From an optimization exercise on the open Yosys and OpenROAD flow, aimed at small area, a short achievable clock period and few clock cycles per item; shortcuts taken in it are not production practice.
The RTL was checked by simulation tests, not by an equivalence proof against the original design.

==> v36: inputs <==
==> flow/design.v (excerpt) <==
module rational_arith_gcd_reduce_top (
  input  logic               clk,
  input  logic               rst,
  input  logic               operands_valid,
  output logic               operands_ready,
  input  logic [1:0]         operands_command,
  input  logic signed [15:0] operands_left_num,
  input  logic        [14:0] operands_left_den,
  input  logic signed [15:0] operands_right_num,
  input  logic        [14:0] operands_right_den,
  output logic               result_valid,
  input  logic               result_ready,
  output logic signed [31:0] result_result_num,
  output logic        [30:0] result_result_den,
  output logic               result_status
);
make LEC_CHECK=0 CAP_MARGIN=20 CORE_MARGIN=2 CORE_UTILIZATION=55 PLACE_DENSITY=0.65 SETUP_SLACK_MARGIN=5 SLEW_MARGIN=20 finish   # period 9.0 ns
run.sh (not shown) runs the stock make flow with config.mk's settings and CLKGATE_MAP_FILE= SYNTH_SCRIPT=/design/flow/synth_recipe.tcl, a recipe that flattens the netlist after the stock synthesis.
==> v28: changes against v36 <==
--- a/flow/design.v
+++ b/flow/design.v
@@ -1324,13 +1324,13 @@
   logic   pending;     
   logic   pending_n;
   logic   p1;          
   logic   p1_n;
   logic [1:0]  cmd;
+  logic [14:0] cm;
   logic [14:0] bd;
-  logic [14:0] mo;
-  logic        mos;
+  logic [14:0] dd;
   logic        an;
   logic        cn;
   logic fl_md;    
   logic fl_an;    
   logic fl_s2;    
@@ -1379,20 +1379,25 @@
   logic st_sub;
   assign st_both_even = !u[0] && !v[0];
   assign st_swap      = !u[0] && v[0];
   assign st_vstrip    = u[0] && !v[0];
   assign st_sub       = u[0] && v[0];
-  logic [1:0] ks;   
+  logic [2:0] kv;   
+  logic [2:0] kb;   
   always_comb begin
     if (st_sub) begin
-      ks = 2'(tz(s1[K-1:0]) - 3'd1);
+      kv = tz(s1[K-1:0]);
+      kb = kv;
     end else if (st_vstrip) begin
-      ks = 2'(tz(v[K-1:0]) - 3'd1);
-    end else if (st_swap) begin
-      ks = 2'(tz(u[K-1:0]) - 3'd1);
+      kv = tz(v[K-1:0]);
+      kb = kv;
+    end else if (st_both_even) begin
+      kv = 3'd1;
+      kb = 3'd0;
     end else begin
-      ks = 2'd0;
+      kv = 3'd0;
+      kb = 3'd0;
     end
   end
   logic [30:0]        vsrc;
   logic signed [31:0] bsrc0;
   logic [29:0]        bsrc1;
@@ -1416,13 +1421,13 @@
       bsrc0 = b0;
       bsrc1 = b1;
       u_step = st_both_even ? (u >> 1) : u;
     end
   end
-  assign v_step  = (vsrc >> 1) >> ks;
-  assign b0_step = (bsrc0 <<< 1) <<< ks;
-  assign b1_step = (bsrc1 << 1) << ks;
+  assign v_step  = vsrc >> kv;
+  assign b0_step = bsrc0 <<< kb;
+  assign b1_step = bsrc1 << kb;
   logic gcd_done;
   assign gcd_done = uv_eq;
   logic den_zero;
   logic n_zero;
   logic early;
@@ -1558,31 +1563,26 @@
   always_ff @(posedge clk) begin
     if (take) begin
       cmd <= operands_command;
       mx  <= operands_left_num[14:0] ^ {15{operands_left_num[15]}};
       mxs <= operands_left_num[15];
-      if (operands_command == 2'd2) begin
-        my  <= operands_right_num[14:0] ^ {15{operands_right_num[15]}};
-        mys <= operands_right_num[15];
-        mo  <= operands_right_den;
-        mos <= 1'b0;
-      end else begin
-        my  <= operands_right_den;
-        mys <= 1'b0;
-        mo  <= operands_right_num[14:0] ^ {15{operands_right_num[15]}};
-        mos <= operands_right_num[15];
-      end
+      cm  <= operands_right_num[14:0] ^ {15{operands_right_num[15]}};
+      my  <= (operands_command != 2'd2) ? operands_right_den :
+             operands_right_num[14:0] ^ {15{operands_right_num[15]}};
+      mys <= (operands_command == 2'd2) && operands_right_num[15];
       an  <= operands_left_num[15];
       cn  <= operands_right_num[15];
       bd  <= operands_left_den;
-    end else if ((iss2_n && !(in_m1 || (in_out && pending && p1))) || iss3_n) begin
+      dd  <= operands_right_den;
+    end else if (iss2_n) begin
       mx  <= bd;
       mxs <= 1'b0;
-      my  <= mo;
-      mys <= mos;
-      mo  <= my;
-      mos <= mys;
+      my  <= (cmd == 2'd2) ? dd : cm;
+      mys <= (cmd != 2'd2) && cn;
+    end else if (iss3_n) begin
+      my  <= dd;
+      mys <= 1'b0;
     end
     if (!(in_out && pending && p1 && !result_ready)) begin
       ps <= csa_s;
       pc <= csa_c;
     end
@@ -1619,16 +1619,14 @@
     if (in_gcd) begin
       if (uv_eq) begin
         a0 <= ab0;
         a1 <= ab1;
       end else begin
-        u <= u_step;
-        v <= v_step;
-        if (!st_both_even) begin
-          b0 <= b0_step;
-          b1 <= b1_step;
-        end
+        u  <= u_step;
+        v  <= v_step;
+        b0 <= b0_step;
+        b1 <= b1_step;
         if (st_sub) begin
           a0 <= ab0;
           a1 <= ab1;
         end else if (st_swap) begin
           a0 <= b0;
Settings changed: SETUP_SLACK_MARGIN 5 to 3.5.
==> run summary <==
item	v28	v36
Crit path max-delay cell type	ha_4	fa_2
Post-synth net total	4313	4270
Portion of synthesized cell area occupied by the leading cell type	15.6%	14.9%
FP Rows	91	88
Clock buffer count from CTS	43	40
Sequential area share after synthesis	25.3%	25.2%
Cell Area, Placed	35700 um2	34000 um2
Layout fillers	5446	5029
Slowest stage delay, CP	0.67 ns	0.55 ns
Core occupancy in the finished layout	60.4%	64.1%
Flip-flop and latch share of the layout cell area	23.2%	21.9%
Met3 routed WL	8210 um	9440 um
Final period utilization	57.9%	45.4%
Status	complete, no violations	complete, no violations
Overall Global Routing Usage	35.2%	35.7%
Number of gates resized after cts	0	121
End of the worst register-to-register path	b1[18]	ps[14]
Die area	63800 um2	60700 um2
Via-to-Cell Ratio	6.40	6.34
Testbench counts of v36, summed over its fixed seeds: cycles 38,964, items 2,400.
Testbench counts of v28, summed over its fixed seeds: cycles 39,685, items 2,400.

what the ideal ports hide:
The flow's constraints put no driver on any port. The routed layouts listed below were extracted and timed again, unchanged, in two steps. Step 1 assumes that a clkbuf_16 drives the clock port and a buf_2 every other input. Step 2 also shifts input and output timing later by t, the mid clock arrival at the registers, as if the neighbouring blocks saw the same clock. Three values: no drivers, after step 1, after step 2; two values: the first two.
| run | t (ns) | setup WS [ns] | latest minus earliest clock arrival (ns) |
|---|---|---|---|
| v36 | 0.637 | 4.913 / 4.913 / 4.593 | 0.033 / 0.033 |
| v28 | 0.649 | 3.792 / 3.792 / 3.792 | 0.027 / 0.027 |
After both steps setup and hold are still met in every run listed. The setup slack of v36, which loses most, moves by 0.000 ns with the drivers and by -0.320 ns with both steps.
